This is an optimization exercise on Yosys and OpenROAD, whose aim is a short achievable clock period and few clock cycles per item, not a production implementation. The RTL of this run was laid out without a check of its function. Power is estimated from default activity; no workload was simulated.

File: config.mk
export PLATFORM = sky130hd
export DESIGN_NAME = speed_ramp_generator_unit
export DESIGN_NICKNAME = speed_ramp_generator_unit
export VERILOG_FILES = /design/flow/design.v
export SDC_FILE = /design/flow/constraint.sdc
export NUM_CORES = 4
export LEC_CHECK = 0
export ABC_AREA = 1
export CAP_MARGIN = 30
export CORE_MARGIN = 2
export CORE_UTILIZATION = 58
export SLEW_MARGIN = 20
File: flow/run.sh
#!/bin/bash
# Layout flow: the standard layout (standard.sh, all ORFS steps unchanged) with its timing
# repair aimed at a shorter period than the 12 ns clock. ORFS's repair_timing keeps the setup
# slack at least SETUP_SLACK_MARGIN; the constraints (clock, I/O delays, loads) are unchanged.
set -euo pipefail
bash standard.sh SETUP_SLACK_MARGIN=8.6 BUFFER_PORTS_ARGS="-buffer_cell sky130_fd_sc_hd__buf_4" finish > standard.log 2>&1
File: standard.sh
#!/bin/bash
# synth_recipe.tcl (not shown) runs the flow's synth.tcl, then flattens the netlist and writes it again
# the make line also repeats each setting of config.mk as NAME=value (left out here)
make -C /OpenROAD-flow-scripts/flow DESIGN_CONFIG=/design/flow/config.mk WORK_HOME=/design/flow/orfs CLKGATE_MAP_FILE= SYNTH_SCRIPT=/design/flow/synth_recipe.tcl "${@:-finish}"
File: design.v
`default_nettype none
package srg_pkg;
   localparam int DATA_W = 32;
   localparam int ELAPSED_W = 31;
   localparam int PROD_W = DATA_W + ELAPSED_W;
   localparam int STEP_W = 34;
   localparam int WIDE_W = 37;
   localparam int CMD_W = 3;
   localparam int MODE_W = 3;
   localparam int CSR_ADDR_W = 4;
   localparam int TIME_SCALE_DEFAULT = 1000000;
   localparam logic [STEP_W-1:0] STEP_CAP = STEP_W'(64'h2_0000_0000);
   localparam logic [CMD_W-1:0] CMD_UPDATE = 3'd0;
   localparam logic [CMD_W-1:0] CMD_BEGIN  = 3'd1;
   localparam logic [CMD_W-1:0] CMD_END    = 3'd2;
   localparam logic [CMD_W-1:0] CMD_GOAL   = 3'd3;
   localparam logic [CMD_W-1:0] CMD_BRAKE  = 3'd4;
   localparam logic [MODE_W-1:0] MODE_IDLE     = 3'd0;
   localparam logic [MODE_W-1:0] MODE_SLOPE    = 3'd1;
   localparam logic [MODE_W-1:0] MODE_CONSTANT = 3'd2;
   localparam logic [MODE_W-1:0] MODE_ENDING   = 3'd3;
   localparam logic [MODE_W-1:0] MODE_BRAKE    = 3'd4;
   localparam logic [1:0] REG_RAMP_RATE  = 2'd0;
   localparam logic [1:0] REG_BRAKE_RATE = 2'd1;
   localparam logic [1:0] REG_TOLERANCE  = 2'd2;
   typedef struct packed {
      logic busy;
      logic done;
   } srg_div_status_type;
endpackage
`default_nettype wire
`default_nettype none
module srg_csa_level #(
   parameter int N = 3,
   parameter int W = 8,
   parameter int NO = N - N / 3
) (
   input  wire logic [N-1:0][W-1:0]  rows_in,
   output logic      [NO-1:0][W-1:0] rows_out
);
   localparam int G = N / 3;
   genvar g;
   generate
      for (g = 0; g < G; g++) begin : grp
         wire logic [W-1:0] a = rows_in[3*g];
         wire logic [W-1:0] b = rows_in[3*g+1];
         wire logic [W-1:0] c = rows_in[3*g+2];
         assign rows_out[2*g]   = a ^ b ^ c;
         assign rows_out[2*g+1] = ((a & b) | (a & c) | (b & c)) << 1;
      end
      for (g = 3 * G; g < N; g++) begin : pass
         assign rows_out[g - G] = rows_in[g];
      end
   endgenerate
endmodule
module srg_ks_add #(
   parameter int W = 32
) (
   input  wire logic [W-1:0] a,
   input  wire logic [W-1:0] b,
   input  wire logic         cin,
   output logic [W-1:0]      s,
   output logic              cout
);
   localparam int L = $clog2(W + 1);
   logic [L:0][W:0] g, p;
   assign g[0] = {a & b, cin};
   assign p[0] = {a ^ b, 1'b0};
   genvar l, i;
   generate
      for (l = 0; l < L; l++) begin : lv
         for (i = 0; i <= W; i++) begin : bt
            if (i >= (1 << l)) begin : m
               assign g[l+1][i] = g[l][i] | (p[l][i] & g[l][i - (1 << l)]);
               assign p[l+1][i] = p[l][i] & p[l][i - (1 << l)];
            end else begin : c
               assign g[l+1][i] = g[l][i];
               assign p[l+1][i] = p[l][i];
            end
         end
      end
   endgenerate
   assign s    = p[0][W:1] ^ g[L][W-1:0];
   assign cout = g[L][W];
endmodule
module srg_kcalc (
   input  wire logic        clock,
   input  wire logic        reset,
   input  wire logic        start,
   input  wire logic [31:0] rate,      
   output logic             inc,       
   output logic [63:0]      k_up
);
   localparam logic [72:0] CH = 73'h10c6f7a0b5ed8d36b5;
   logic         ld, acc, pc;
   logic [2:0]   cnt;
   logic [31:0]  rsh;
   logic [101:0] cs_s, cs_c;
   logic         cy;
   logic [101:0] r3, r2, r1, r0;
   logic [5:0][101:0] rows6;
   logic [3:0][101:0] rows4;
   logic [2:0][101:0] rows3;
   logic [1:0][101:0] rows2;
   logic [33:0]  piece;
   logic         piece_cy;
   assign r3 = rsh[31] ? 102'(CH) << 3 : '0;
   assign r2 = rsh[30] ? 102'(CH) << 2 : '0;
   assign r1 = rsh[29] ? 102'(CH) << 1 : '0;
   assign r0 = rsh[28] ? 102'(CH) : '0;
   assign rows6 = {{cs_s[97:0], 4'b0000}, {cs_c[97:0], 4'b0000}, r3, r2, r1, r0};
   srg_csa_level #(.N(6), .W(102)) u_k1 (.rows_in(rows6), .rows_out(rows4));
   srg_csa_level #(.N(4), .W(102)) u_k2 (.rows_in(rows4), .rows_out(rows3));
   srg_csa_level #(.N(3), .W(102)) u_k3 (.rows_in(rows3), .rows_out(rows2));
   srg_ks_add #(.W(34)) u_piece (.a(cs_s[33:0]), .b(cs_c[33:0]), .cin(cy), .s(piece),
                                 .cout(piece_cy));
   srg_ks_add #(.W(64)) u_inc (.a(cs_s[100:37]), .b('0), .cin(|cs_s[36:0]), .s(k_up), .cout());
   always_ff @(posedge clock) begin
      if (reset) begin
         ld  <= 1'b0;
         acc <= 1'b0;
         pc  <= 1'b0;
         inc <= 1'b0;
      end else begin
         ld  <= start;
         inc <= pc && cnt == 3'd2;
         if (ld) begin
            acc <= 1'b1;
         end else if (acc && cnt == 3'd7) begin
            acc <= 1'b0;
            pc  <= 1'b1;
         end else if (pc && cnt == 3'd2) begin
            pc  <= 1'b0;
         end
      end
   end
   always_ff @(posedge clock) begin
      if (ld) begin
         cnt  <= '0;
         cs_s <= '0;
         cs_c <= '0;
         cy   <= 1'b0;
         rsh  <= rate;
      end else if (acc) begin
         cnt  <= cnt + 3'd1;
         cs_s <= rows2[0];
         cs_c <= rows2[1];
         rsh  <= {rsh[27:0], 4'b0000};
      end else if (pc) begin
         cnt  <= cnt + 3'd1;
         cs_s <= {piece, cs_s[101:34]};
         cs_c <= {34'd0, cs_c[101:34]};
         cy   <= piece_cy;
      end
   end
endmodule
module srg_booth_enc (
   input  wire logic [30:0] e,
   input  wire logic        zero,
   output logic [15:0]      one,
   output logic [15:0]      two,
   output logic [15:0]      neg
);
   logic [32:0] ex;
   assign ex = {2'b00, e};
   genvar j;
   generate
      for (j = 0; j < 16; j++) begin : dg
         wire logic b0 = (j == 0) ? 1'b0 : ex[2*j-1];
         wire logic b1 = ex[2*j];
         wire logic b2 = ex[2*j+1];
         assign one[j] = !zero && (b1 ^ b0);
         assign two[j] = !zero && ((b2 & ~b1 & ~b0) | (~b2 & b1 & b0));
         assign neg[j] = !zero && b2;
      end
   endgenerate
endmodule
module srg_mul (
   input  wire logic        clock,
   input  wire logic [63:0] k,
   input  wire logic [15:0] one,
   input  wire logic [15:0] two,
   input  wire logic [15:0] neg,
   output logic [43:0]      raw
);
   localparam int W  = 96;
   localparam int TR = 20;           
   localparam int WT = W - TR;
   logic [17:0][WT-1:0] pp;
   logic [W-1:0]        corr;
   genvar j;
   generate
      for (j = 0; j < 16; j++) begin : booth
         wire logic [W-1:0] mag = one[j] ? W'(k) : (two[j] ? (W'(k) << 1) : '0);
         wire logic [W-1:0] sm = neg[j] ? ~mag : mag;
         wire logic [W-1:0] sh = sm << (2 * j);
         assign pp[j] = sh[W-1:TR];
         assign corr[2*j] = neg[j];
         assign corr[2*j+1] = 1'b0;
      end
   endgenerate
   assign corr[W-1:32] = '0;
   assign pp[16] = corr[W-1:TR];
   assign pp[17] = WT'(17);
   logic [11:0][WT-1:0] l1;
   logic [7:0][WT-1:0]  l2;
   logic [7:0][WT-1:0]  s1_ff;
   logic [5:0][WT-1:0]  l3;
   logic [3:0][WT-1:0]  l4;
   logic [2:0][WT-1:0]  l5;
   logic [1:0][WT-1:0]  l6;
   logic [1:0][WT-1:0]  s2_ff;
   srg_csa_level #(.N(18), .W(WT)) u_l1 (.rows_in(pp), .rows_out(l1));
   srg_csa_level #(.N(12), .W(WT)) u_l2 (.rows_in(l1), .rows_out(l2));
   always_ff @(posedge clock) begin
      s1_ff <= l2;
   end
   srg_csa_level #(.N(8), .W(WT)) u_l3 (.rows_in(s1_ff), .rows_out(l3));
   srg_csa_level #(.N(6), .W(WT)) u_l4 (.rows_in(l3), .rows_out(l4));
   srg_csa_level #(.N(4), .W(WT)) u_l5 (.rows_in(l4), .rows_out(l5));
   srg_csa_level #(.N(3), .W(WT)) u_l6 (.rows_in(l5), .rows_out(l6));
   always_ff @(posedge clock) begin
      s2_ff <= l6;
   end
   logic        c_lo;
   logic [43:0] h0, h1;
   srg_ks_add #(.W(31)) u_lo (.a(s2_ff[0][30:0]), .b(s2_ff[1][30:0]), .cin(1'b0), .s(),
                              .cout(c_lo));
   srg_ks_add #(.W(44)) u_h0 (.a(s2_ff[0][74:31]), .b(s2_ff[1][74:31]), .cin(1'b0), .s(h0),
                              .cout());
   srg_ks_add #(.W(44)) u_h1 (.a(s2_ff[0][74:31]), .b(s2_ff[1][74:31]), .cin(1'b1), .s(h1),
                              .cout());
   always_ff @(posedge clock) begin
      raw <= c_lo ? h1 : h0;
   end
endmodule
module srg_decide (
   input  wire logic [43:0] raw,
   input  wire logic [31:0] s,
   input  wire logic [45:0] us,
   input  wire logic [45:0] uc,
   input  wire logic [45:0] ds,
   input  wire logic [45:0] dc,
   input  wire logic [45:0] es,
   input  wire logic [45:0] ec,
   input  wire logic        slope,
   input  wire logic        c_up,
   input  wire logic        c_dn,
   output logic             trans,
   output logic [31:0]      v
);
   localparam int W = 46;
   logic [W-1:0] xr;
   assign xr = W'(raw);
   logic [W-1:0] u2s, u2c, d2s, d2c, e2s, e2c;
   logic [W-1:0] y_up, y_dn, y_d;
   assign u2s = xr ^ us ^ uc;
   assign u2c = ((xr & us) | (xr & uc) | (us & uc)) << 1;
   assign d2s = xr ^ ds ^ dc;
   assign d2c = ((xr & ds) | (xr & dc) | (ds & dc)) << 1;
   assign e2s = xr ^ es ^ ec;
   assign e2c = ((xr & es) | (xr & ec) | (es & ec)) << 1;
   srg_ks_add #(.W(W)) u_up (.a(u2s), .b(u2c), .cin(1'b0), .s(y_up), .cout());
   srg_ks_add #(.W(W)) u_dn (.a(d2s), .b(d2c), .cin(1'b0), .s(y_dn), .cout());
   srg_ks_add #(.W(W)) u_d  (.a(e2s), .b(e2c), .cin(1'b0), .s(y_d),  .cout());
   logic [31:0] v_p, v_m;
   srg_ks_add #(.W(32)) u_vp (.a(s), .b(raw[31:0]),  .cin(1'b0), .s(v_p), .cout());
   srg_ks_add #(.W(32)) u_vm (.a(s), .b(~raw[31:0]), .cin(1'b1), .s(v_m), .cout());
   always_comb begin
      if (!slope) begin
         trans = !y_d[W-1];
         v     = v_m;
      end else if (c_up) begin
         trans = !y_up[W-1];
         v     = v_p;
      end else begin
         trans = !c_dn || !y_dn[W-1];
         v     = v_m;
      end
   end
endmodule
`default_nettype wire
`default_nettype none
import srg_pkg::*;
module speed_ramp_generator_unit
#(
   parameter int TIME_SCALE = srg_pkg::TIME_SCALE_DEFAULT
) (
   input  wire logic                  clock,
   input  wire logic                  reset,
   input  wire logic                  req_tvalid,
   output logic                       req_tready,
   input  wire logic [63:0]           req_tdata,    
   input  wire logic [srg_pkg::CMD_W-1:0]      req_tuser,    
   output logic                       rsp_tvalid,
   input  wire logic                  rsp_tready,
   output logic [srg_pkg::DATA_W-1:0]          rsp_tdata,    
   output logic [3:0]                 rsp_tuser,    
   input  wire logic                  csr_psel,
   input  wire logic                  csr_penable,
   input  wire logic                  csr_pwrite,
   input  wire logic [srg_pkg::CSR_ADDR_W-1:0] csr_paddr,
   input  wire logic [srg_pkg::DATA_W-1:0]     csr_pwdata,
   output logic [srg_pkg::DATA_W-1:0]          csr_prdata,
   output logic                       csr_pready
);
   localparam logic [1:0] G_IDLE = 2'd0;
   localparam logic [1:0] G_RAMP = 2'd1;    
   localparam logic [1:0] G_DOWN = 2'd2;    
   localparam int OUT_CAP = 8;
   logic [31:0] ramp_rate_ff, brake_rate_ff, tolerance_ff, prdata_ff;
   logic        csr_setup, csr_access, rate_addr, csr_write;
   logic        pready_ff, k_sel, k_inc;
   logic [63:0] k_ramp, k_brake, k_up;
   assign csr_setup  = csr_psel && !csr_penable;
   assign csr_access = csr_psel && csr_penable;
   assign rate_addr  = (csr_paddr[3:2] == REG_RAMP_RATE) || (csr_paddr[3:2] == REG_BRAKE_RATE);
   assign csr_write  = csr_access && csr_pwrite && pready_ff;
   assign csr_pready = pready_ff;
   assign csr_prdata = prdata_ff;
   always_ff @(posedge clock) begin
      if (reset) begin
         pready_ff <= 1'b0;
      end else if (csr_setup) begin
         pready_ff <= !(csr_pwrite && rate_addr);
      end else begin
         pready_ff <= k_inc;
      end
      if (csr_setup) k_sel <= csr_paddr[2];
   end
   always_ff @(posedge clock) begin
      if (reset) begin
         ramp_rate_ff  <= '0;
         brake_rate_ff <= '0;
         tolerance_ff  <= '0;
      end else if (csr_write) begin
         unique case (csr_paddr[3:2])
            REG_RAMP_RATE:  ramp_rate_ff  <= csr_pwdata;
            REG_BRAKE_RATE: brake_rate_ff <= csr_pwdata;
            REG_TOLERANCE:  tolerance_ff  <= csr_pwdata;
            default: begin
            end
         endcase
      end
   end
   always_ff @(posedge clock) begin
      unique case (csr_paddr[3:2])
         REG_RAMP_RATE:  prdata_ff <= ramp_rate_ff;
         REG_BRAKE_RATE: prdata_ff <= brake_rate_ff;
         REG_TOLERANCE:  prdata_ff <= tolerance_ff;
         default:        prdata_ff <= '0;
      endcase
   end
   srg_kcalc u_kcalc (
      .clock(clock),
      .reset(reset),
      .start(csr_setup && csr_pwrite && rate_addr),
      .rate (csr_pwdata),
      .inc  (k_inc),
      .k_up (k_up)
   );
   always_ff @(posedge clock) begin
      if (reset) begin
         k_ramp  <= '0;
         k_brake <= '0;
      end else if (k_inc) begin
         if (k_sel) k_brake <= k_up;
         else       k_ramp  <= k_up;
      end
   end
   logic        m_v, s_v, rdy_ff;
   logic [2:0]  m_cmd, s_cmd;
   logic [31:0] m_ts, m_ns, s_ts, s_ns;
   logic        accept, go, m_free;
   logic        m_begin;             
   assign req_tready = rdy_ff;
   assign accept     = req_tvalid && rdy_ff;
   assign m_free     = !m_v || go;
   always_ff @(posedge clock) begin
      if (reset) begin
         m_v    <= 1'b0;
         s_v    <= 1'b0;
         rdy_ff <= 1'b0;
      end else begin
         if (m_free) begin
            m_v    <= s_v || accept;
            s_v    <= 1'b0;
            rdy_ff <= 1'b1;
         end else if (accept) begin
            s_v    <= 1'b1;
            rdy_ff <= 1'b0;
         end
      end
   end
   always_ff @(posedge clock) begin
      if (m_free) begin
         if (s_v) begin
            m_cmd <= s_cmd;
            m_begin <= (s_cmd == CMD_BEGIN);
            m_ts  <= s_ts;
            m_ns  <= s_ns;
         end else begin
            m_cmd <= req_tuser;
            m_begin <= (req_tuser == CMD_BEGIN);
            m_ts  <= req_tdata[31:0];
            m_ns  <= req_tdata[63:32];
         end
      end else if (accept) begin
         s_cmd <= req_tuser;
         s_ts  <= req_tdata[31:0];
         s_ns  <= req_tdata[63:32];
      end
   end
   logic [31:0] st_a, st_b;
   logic        rsel_a, rsel_b;       
   logic [1:0]  grp_a;
   logic        dupd_a;               
   logic        amb_open;
   logic        res_v, res_eff;       
   logic        can_go;              
   logic        stall;
   logic        f_amb_begin;
   logic [31:0] ea, eb;
   logic        col_b, cur_amb, cur_rsel, cur_dupd;
   logic [31:0] cur_st;
   logic [1:0]  cur_grp;
   assign col_b    = res_v && !res_eff;
   assign cur_st   = col_b ? st_b : st_a;
   assign cur_rsel = col_b ? rsel_b : rsel_a;
   assign cur_grp  = col_b ? G_DOWN : grp_a;
   assign cur_dupd = col_b || dupd_a;
   assign cur_amb  = amb_open && !res_v;
   assign stall = m_begin && cur_amb;
   assign go    = m_v && !stall && can_go;
   srg_ks_add #(.W(32)) u_ea (.a(m_ts), .b(~st_a), .cin(1'b1), .s(ea), .cout());
   srg_ks_add #(.W(32)) u_eb (.a(m_ts), .b(~st_b), .cin(1'b1), .s(eb), .cout());
   assign f_amb_begin = (m_cmd == CMD_BEGIN) && (cur_grp == G_DOWN) && cur_dupd;
   always_ff @(posedge clock) begin
      if (reset) begin
         st_a     <= '0;
         rsel_a   <= 1'b0;
         grp_a    <= G_IDLE;
         dupd_a   <= 1'b0;
         amb_open <= 1'b0;
      end else begin
         st_a     <= cur_st;
         rsel_a   <= cur_rsel;
         grp_a    <= cur_grp;
         dupd_a   <= cur_dupd;
         amb_open <= cur_amb;
         if (go) begin
            unique case (m_cmd)
               CMD_UPDATE: if (cur_grp == G_DOWN) dupd_a <= 1'b1;
               CMD_BEGIN: begin
                  if (cur_grp == G_IDLE || f_amb_begin) begin
                     st_a   <= m_ts;
                     rsel_a <= 1'b0;
                     grp_a  <= G_RAMP;
                     dupd_a <= 1'b0;
                  end
                  if (f_amb_begin) amb_open <= 1'b1;
               end
               CMD_END, CMD_BRAKE: begin
                  if (cur_grp == G_RAMP) begin
                     st_a   <= m_ts;
                     rsel_a <= (m_cmd == CMD_BRAKE);
                     grp_a  <= G_DOWN;
                     dupd_a <= 1'b0;
                  end
               end
               CMD_GOAL: if (cur_grp == G_RAMP) st_a <= m_ts;
               default: begin
               end
            endcase
         end
      end
   end
   always_ff @(posedge clock) begin
      if (go && f_amb_begin) begin
         st_b   <= cur_st;
         rsel_b <= cur_rsel;
      end
   end
   logic        m1_v, m1_amb, m1_ambb, m1_la, m1_lb;
   logic [2:0]  m1_cmd;
   logic [31:0] m1_ns;
   logic [15:0] m1_one_a, m1_two_a, m1_neg_a, m1_one_b, m1_two_b, m1_neg_b;
   logic [63:0] m1_ka, m1_kb;
   logic [15:0] one_a, two_a, neg_a, one_b, two_b, neg_b;
   srg_booth_enc u_enc_a (.e(ea[30:0]), .zero(ea[31]), .one(one_a), .two(two_a), .neg(neg_a));
   srg_booth_enc u_enc_b (.e(eb[30:0]), .zero(eb[31]), .one(one_b), .two(two_b), .neg(neg_b));
   always_ff @(posedge clock) begin
      if (reset) m1_v <= 1'b0;
      else       m1_v <= go;
   end
   always_ff @(posedge clock) begin
      m1_cmd  <= m_cmd;
      m1_ns   <= m_ns;
      m1_amb  <= amb_open;
      m1_ambb <= f_amb_begin;
      m1_la   <= ea[31];
      m1_lb   <= eb[31];
      m1_one_a <= one_a;
      m1_two_a <= two_a;
      m1_neg_a <= neg_a;
      m1_one_b <= one_b;
      m1_two_b <= two_b;
      m1_neg_b <= neg_b;
      m1_ka   <= rsel_a ? k_brake : k_ramp;
      m1_kb   <= rsel_b ? k_brake : k_ramp;
   end
   logic [43:0] raw_a, raw_b;
   srg_mul u_mul_a (.clock(clock), .k(m1_ka), .one(m1_one_a), .two(m1_two_a), .neg(m1_neg_a),
                    .raw(raw_a));
   srg_mul u_mul_b (.clock(clock), .k(m1_kb), .one(m1_one_b), .two(m1_two_b), .neg(m1_neg_b),
                    .raw(raw_b));
   logic        m2_v, m2_amb, m2_ambb, m2_la, m2_lb;
   logic [2:0]  m2_cmd;
   logic [31:0] m2_ns;
   logic        m3_v, m3_amb, m3_ambb, m3_la, m3_lb;
   logic [2:0]  m3_cmd;
   logic [31:0] m3_ns;
   logic        m4_v, m4_amb, m4_ambb, m4_la, m4_lb;
   logic [2:0]  m4_cmd;
   logic [31:0] m4_ns;
   always_ff @(posedge clock) begin
      if (reset) begin
         m2_v <= 1'b0;
         m3_v <= 1'b0;
         m4_v <= 1'b0;
      end else begin
         m2_v <= m1_v;
         m3_v <= m2_v;
         m4_v <= m3_v;
      end
   end
   always_ff @(posedge clock) begin
      m2_cmd  <= m1_cmd;
      m2_ns   <= m1_ns;
      m2_amb  <= m1_amb;
      m2_ambb <= m1_ambb;
      m2_la   <= m1_la;
      m2_lb   <= m1_lb;
      m3_cmd  <= m2_cmd;
      m3_ns   <= m2_ns;
      m3_amb  <= m2_amb;
      m3_ambb <= m2_ambb;
      m3_la   <= m2_la;
      m3_lb   <= m2_lb;
      m4_cmd  <= m3_cmd;
      m4_ns   <= m3_ns;
      m4_amb  <= m3_amb;
      m4_ambb <= m3_ambb;
      m4_la   <= m3_la;
      m4_lb   <= m3_lb;
   end
   logic [2:0]  mode_ff;
   logic [31:0] speed_ff, start_ff, goal_ff;
   logic        be_v, be_ambb;
   logic [2:0]  be_cmd;
   logic [31:0] be_ns;
   logic [2:0]  mode_in;
   logic [31:0] speed_in, start_in, goal_in;
   logic [31:0] la_s;
   logic        la_slope, la_selb;
   logic [45:0] la_us, la_uc, la_ds, la_dc, la_es, la_ec;
   assign la_es = {14'd0, tolerance_ff};
   assign la_ec = {14'h3fff, ~la_s};
   logic [34:0] la_cus, la_cuc, la_cds, la_cdc;
   logic [34:0] y_cu, y_cd;
   logic        c_up, c_dn;
   srg_ks_add #(.W(35)) u_cup (.a(la_cus), .b(la_cuc), .cin(1'b1), .s(y_cu), .cout());
   srg_ks_add #(.W(35)) u_cdn (.a(la_cds), .b(la_cdc), .cin(1'b1), .s(y_cd), .cout());
   assign c_up = !y_cu[34];
   assign c_dn = !y_cd[34];
   logic        tr_a, tr_b, use_b;
   logic [31:0] v_a, v_b;
   srg_decide u_dec_a (.raw(raw_a), .s(la_s), .us(la_us), .uc(la_uc), .ds(la_ds), .dc(la_dc),
                       .es(la_es), .ec(la_ec), .slope(la_slope), .c_up(c_up), .c_dn(c_dn),
                       .trans(tr_a), .v(v_a));
   srg_decide u_dec_b (.raw(raw_b), .s(la_s), .us(la_us), .uc(la_uc), .ds(la_ds), .dc(la_dc),
                       .es(la_es), .ec(la_ec), .slope(la_slope), .c_up(c_up), .c_dn(c_dn),
                       .trans(tr_b), .v(v_b));
   assign use_b = m4_amb && la_selb;
   logic        be_tr, be_late;
   logic [31:0] be_vv;
   always_ff @(posedge clock) begin
      if (reset) be_v <= 1'b0;
      else       be_v <= m4_v;
   end
   always_ff @(posedge clock) begin
      be_cmd  <= m4_cmd;
      be_ns   <= m4_ns;
      be_ambb <= m4_ambb;
      be_tr   <= use_b ? tr_b : tr_a;
      be_vv   <= use_b ? v_b : v_a;
      be_late <= use_b ? m4_lb : m4_la;
   end
   logic        late_in;
   logic        in_slope, calc;
   logic        ramp_grp, anchor;
   logic [2:0]  anchor_mode;
   assign in_slope = (mode_ff == MODE_SLOPE);
   assign ramp_grp = (mode_ff == MODE_SLOPE) || (mode_ff == MODE_CONSTANT);
   assign calc     = be_v && (be_cmd == CMD_UPDATE) &&
                     (in_slope || (mode_ff == MODE_ENDING) || (mode_ff == MODE_BRAKE));
   always_comb begin
      anchor      = 1'b0;
      anchor_mode = MODE_SLOPE;
      unique case (be_cmd)
         CMD_BEGIN: begin
            anchor      = be_v && (mode_ff == MODE_IDLE);
            anchor_mode = MODE_SLOPE;
         end
         CMD_END: begin
            anchor      = be_v && ramp_grp;
            anchor_mode = MODE_ENDING;
         end
         CMD_BRAKE: begin
            anchor      = be_v && ramp_grp;
            anchor_mode = MODE_BRAKE;
         end
         CMD_GOAL: begin
            anchor      = be_v && ramp_grp;
            anchor_mode = MODE_SLOPE;
         end
         default: begin
         end
      endcase
   end
   always_comb begin
      mode_in  = mode_ff;
      speed_in = speed_ff;
      late_in  = 1'b0;
      if (calc) begin
         late_in = be_late;
         if (be_tr) begin
            speed_in = in_slope ? goal_ff : '0;
            mode_in  = in_slope ? MODE_CONSTANT : MODE_IDLE;
         end else begin
            speed_in = be_vv;
         end
      end else if (anchor) begin
         mode_in = anchor_mode;
      end
   end
   assign start_in = anchor ? speed_ff : start_ff;
   assign goal_in  = (be_v && be_cmd == CMD_GOAL) ? be_ns : goal_ff;
   always_ff @(posedge clock) begin
      if (reset) begin
         mode_ff  <= MODE_IDLE;
         speed_ff <= '0;
         start_ff <= '0;
         goal_ff  <= '0;
      end else begin
         mode_ff  <= mode_in;
         speed_ff <= speed_in;
         start_ff <= start_in;
         goal_ff  <= goal_in;
      end
   end
   always_ff @(posedge clock) begin
      if (reset) begin
         res_v <= 1'b0;
      end else begin
         res_v <= m4_v && m4_ambb;
      end
      res_eff <= (mode_in == MODE_IDLE);
   end
   logic        la_anchor;
   logic [31:0] nx_s, nx_g;
   logic        nx_slope, nx_selb;
   logic        ramp_in;
   assign ramp_in = (mode_in == MODE_SLOPE) || (mode_in == MODE_CONSTANT);
   always_comb begin
      la_anchor = 1'b0;
      if (m4_v) begin
         unique case (m4_cmd)
            CMD_BEGIN: la_anchor = (mode_in == MODE_IDLE);
            CMD_END, CMD_BRAKE, CMD_GOAL: la_anchor = ramp_in;
            default: la_anchor = 1'b0;
         endcase
      end
   end
   assign nx_s     = la_anchor ? speed_in : start_in;
   assign nx_g     = (m4_v && m4_cmd == CMD_GOAL) ? m4_ns : goal_in;
   assign nx_slope = la_anchor ? (m4_cmd == CMD_BEGIN || m4_cmd == CMD_GOAL)
                               : (mode_in == MODE_SLOPE);
   assign nx_selb  = (m4_v && m4_ambb) ? (mode_in != MODE_IDLE) : la_selb;
   logic [45:0] ws, wg, wt;
   logic [34:0] vs, vg, vt;
   assign ws = 46'(nx_s);
   assign wg = 46'(nx_g);
   assign wt = 46'(tolerance_ff);
   assign vs = 35'(nx_s);
   assign vg = 35'(nx_g);
   assign vt = 35'(tolerance_ff);
   always_ff @(posedge clock) begin
      la_s     <= nx_s;
      la_slope <= nx_slope;
      la_selb  <= nx_selb;
      la_us    <= ws ^ wt ^ ~wg;
      la_uc    <= ((ws & wt) | (ws & ~wg) | (wt & ~wg)) << 1;
      la_ds    <= wg ^ wt ^ ~ws;
      la_dc    <= ((wg & wt) | (wg & ~ws) | (wt & ~ws)) << 1;
      la_cus   <= vg ^ ~vs ^ ~vt;
      la_cuc   <= ((vg & ~vs) | (vg & ~vt) | (~vs & ~vt)) << 1;
      la_cds   <= vs ^ ~vg ^ ~vt;
      la_cdc   <= ((vs & ~vg) | (vs & ~vt) | (~vg & ~vt)) << 1;
   end
   logic        head_v;
   logic [35:0] head_d;
   logic [35:0] fifo [0:7];
   logic [2:0]  wptr, rptr, rptr1;
   logic [3:0]  qcnt;                
   logic [3:0]  out_cnt;             
   logic        take, bypass;
   logic [35:0] be_out, nx0, nx1;
   assign be_out = {late_in, mode_in, speed_in};
   assign take   = head_v && rsp_tready;
   assign rptr1  = rptr + 3'd1;
   assign nx0    = fifo[rptr];
   assign nx1    = fifo[rptr1];
   assign bypass = (qcnt == 4'd0) || ((qcnt == 4'd1) && take);
   assign rsp_tvalid = head_v;
   assign rsp_tdata  = head_d[31:0];
   assign rsp_tuser  = head_d[35:32];
   always_ff @(posedge clock) begin
      if (reset) begin
         head_v  <= 1'b0;
         wptr    <= '0;
         rptr    <= '0;
         qcnt    <= '0;
         out_cnt <= '0;
         can_go  <= 1'b0;
      end else begin
         head_v  <= (qcnt + 4'(be_v) - 4'(take)) != 4'd0;
         if (be_v) wptr <= wptr + 3'd1;
         if (take) rptr <= rptr1;
         qcnt    <= qcnt + 4'(be_v) - 4'(take);
         out_cnt <= out_cnt + 4'(go) - 4'(take);
         can_go  <= (out_cnt + 4'(go) - 4'(take)) < 4'(OUT_CAP);
      end
   end
   always_ff @(posedge clock) begin
      head_d <= bypass ? be_out : (take ? nx1 : nx0);
      if (be_v) fifo[wptr] <= be_out;
   end
endmodule
`default_nettype wire
File: constraint.sdc
create_clock -name core_clock -period 12.0 [get_ports {clock}]
set_input_delay 2.4000 -clock core_clock [delete_from_list [all_inputs] [get_ports {clock}]]
set_output_delay 2.4000 -clock core_clock [all_outputs]
set_load 0.01 [all_outputs]
==> run notes <==
outcome no timing/DRC/antenna violations; Avg Synthesized Cell Area 8.77 um^2; Static Leak 109 nW; TritonCTS clock tree built; wire length of the first global-routing pass 1170 mm; worst hold path type flip-flop to flip-flop; Root Buffer Master clkbuf_16; number of DRC markers after the initial detailed-route iteration 19800; Starting Density 58.1%; Warnings, synthesis 4; total routing resource utilization after global routing 41.7%; GRT Residual Overflow 0; slowest cell delay on critical path between 0.3 and 0.4 ns; total detailed-routing wirelength 803 mm; placed instance area approximately 220000 um^2; total standard cell area after synthesis ~220000 um^2; remaining antenna violation count 0; worst reg2reg path endpoint u_mul_a.raw[0]$_DFF_P_; switch share 48.5%; Int Pwr about 38 mW; pin count of the biggest net entering global routing 125; number of max-slew violations in the final report 0; Top-Level Pins 181; count of state elements after synthesis 3258; data arrival time at the worst-slack endpoint between 1.5 and 2 ns; end point of the most critical hold path m4_cmd[0]$_DFF_P_; Max IR drop VDD 0.000472 V; initial antenna violation count 34; cell taking the most area after synthesis dfxtp_1; startpoint of the most critical hold path m3_cmd[0]$_DFF_P_; final worst hold slack 0.286 ns; share of synthesized flip-flops with an asynchronous set or reset 0%; clk latency of the worst-skew pair 1.00 ns; Net count, final 27800; ratio of routed vias to standard cells 5.96; Slowest-stage cell, CP dfxtp_4; fraction of power consumed by combinational cells between 60% and 70%; critical path class flip-flop to output pin; highest clock frequency the design can meet 256 MHz; Sw Pwr 36.1 mW; via count of the first global-routing pass 177000; die footprint between 300000 and 400000 um^2; Crit path required time 9.60 ns; most area-consuming cells after synthesis dfxtp_1 (25%), fa_1 (20%), xor2_1 (7.4%), inv_1 (7.0%), edfxtp_1 (6.8%); Worst Clk Skew 0.0912 ns; Reg2Reg Launch Point u_mul_a.s2_ff[30]$_DFF_P_; Maximum Capacitance Violations 0; number of enable-type register cells in the synthesized netlist 490; gate count after technology mapping about 25000; number of nets in the synthesized netlist 28200; largest buffer count on any clock path 4; family with the most delay on the worst path flip-flops; fill cell instance count of the final layout 31700; clock network fraction of design power 15.8%; setup violators final 0; Final WS setup just over 8 ns; pre-CTS setup slack around 7.1 ns; most common library cell in the layout ignoring fill and taps inv_1; area growth from synthesis to final layout 9.80%; fin crit period 3.91 ns; count of different cell masters after synthesis between 60 and 70; reg-to-reg slack, setup 8.48 ns; fraction of layout cells with a size suffix above 1 6.92%; DP Wirelength 578 mm; number of optimization iterations in the first detailed-route pass 9; Critical Path End Type output pin; critical path depth 1; count of buffer and inverter cells on the critical path 1; register area share after synthesis 32.2%; Tightest Pin Transition 1.23 ns; count of hold buffers inserted by post-cts repair 0; die height 617 um; Clock H-tree levels 5; area of the core region 375000 um^2; predominant post-synthesis flop cell dfxtp_1; share of the synthesized area in the top cell type ~25%; final hold vios 0; worst slew margin relative to its limit ~18%; DRC violations left 0; Flop pwr share 23.2%; biggest fanout along the worst timing path 1; RSZ-0062 raised after global routing yes; final instance area roughly 240000 um^2; DR vias ~180k; depth of the worst register-to-register path 8; WHS Path Cells 0; most frequent cells in the layout inv_1 (3974), nand2_1 (3033), dfxtp_1 (2617); total design power 74.4 mW; final total negative setup slack 0 ns; Num CTS Buffers 359; Cell Rows 225; crit path cell chain buf_8; horizontal die dimension between 600 and 700 um; ratio of total power to cell area 311 nW/um^2; clock-pin transition on the worst setup and hold timing paths 0.06 ns; element type at the critical path start flip-flop; count of port buffers added during placement 178; Final Wtd Congestion 0.994; final routed wire length divided by cell count 27.0 um; post-route clock period utilization approximately a third; number of sinks on the clock net 3258
==> cells in the mapped netlist (125+ instances only) <==
library cell and count:
nor3_1 140, a21oi_1 870, buf_1 125, nand3_1 748, inv_1 4067, edfxtp_1 490, xor2_1 1846, o211ai_1 214
dfxtp_1 2768, clkbuf_1 1235, ha_1 1100, nor2_1 1404, o21ai_0 2452, o22ai_1 1229, nand2_1 3094, fa_1 2193
==> final cells by class <==
cell class                      count  area [um^2]  share of cell area, %
Multi-Input combinational cell  16100       128000                   53.5
Sequential cell                  3258        70400                   29.4
Inverter                         4126        15800                   6.59
Clock buffer                      519        10500                   4.39
Tap cell                         4994         6250                   2.61
Timing Repair Buffer              630         6120                   2.56
Clock inverter                    141         1960                  0.820
Antenna cell                       54          135                 0.0565
Timing Repair inverter             12         65.1                 0.0272
==> power groups by stage <==
stage          Combinational, mW  Sequential [mW]  Clock (mW)
2_1_floorplan               27.4             16.2           0
3_3_place_gp                42.5             17.3           0
3_5_place_dp                43.6             17.3           0
4_1_cts                     44.3             17.2        11.8
5_1_grt                     50.8             17.4        12.2
6_report                    45.4             17.2        11.7
==> state kept, by name (all words and copies together) (netlist names), 36 cells and up, named ones only <==
signal         count
head_d            36
u_mul_a.s2_ff    146
m1_kb             64
k_brake           64
u_mul_b.s2_ff    146
u_kcalc.cs_s     102
u_mul_a.raw       44
u_mul_a.s1_ff    523
u_kcalc.cs_c     102
u_mul_b.s1_ff    523
u_mul_b.raw       44
fifo             288
m1_ka             64
k_ramp            64
==> cells by family after synthesis <==
kind of cell,synth area share [%]
mux,0.00460
xor+xnor,7.80
simple gates,10.7
buf+inv,9.57
flops,32.2
fa+ha+maj,26.5
compound gates,13.2
==> layer usage <==
layer / vias to the layer above / track usage (%) / part of all wire, %
li1: 78700 / - / -
met1: 86300 / 51.8 / 37
met2: 10200 / 63.6 / 44
met3: 2326 / 10.6 / 11
met4: 22 / 29.7 / 8.4
met5: - / 0 / 0.024
==> through the flow <==
step | util [%] | cells
after floorplan | - | 24800
after detailed placement | 59.6 | 28900
final | 63.8 | 29800
after global placement | 59.5 | 28900
after global routing | 63.8 | 29800
after CTS | 63.4 | 29700
==> worst max path at each step <==
stage                            start  slack (ns)                  to
detailed placement     be_v$_SDFF_PP0_        7.14   la_us[24]$_DFF_P_
global placement       be_v$_SDFF_PP0_        7.13   la_us[27]$_DFF_P_
global route        head_d[32]$_DFF_P_        8.07        rsp_tuser[0]
finish              head_d[32]$_DFF_P_        8.09        rsp_tuser[0]
floorplan                   req_tvalid        6.25  s_cmd[0]$_DFFE_PP_
CTS                 head_d[25]$_DFF_P_        8.04       rsp_tdata[25]
==> repair_timing <==
item | CTS | global route
buffers inserted | 62 | 38
resized for setup | 355 | 159
pin swaps | 18 | 11
setup endpoints to repair | 1231 | 684
gates cloned | 13 | 6

static timing again, ports no longer ideal:
No port has a modelled driver above. Below, the same layout with a new extraction and two added sets of constraints.
Step 1 assumes that a clkbuf_16 drives the clock port and a buf_2 every other input.
Step 2 also shifts input and output timing later by t, the mid clock arrival at the registers, as if the neighbouring blocks saw the same clock.
Slacks: ideal / step 1 / step 2; pairs: ideal / step 1.
t (ns): 1.072
setup WS [ns]: 8.089 / 7.971 / 7.615
slew at the worst register clock pin (ns): 0.07 / 0.07
worst data-port slew with drivers (ns): 0.26
After both steps setup and hold are still met in this run. For this run, drivers alone change the setup slack by -0.118 ns; drivers and shift together by -0.474 ns.
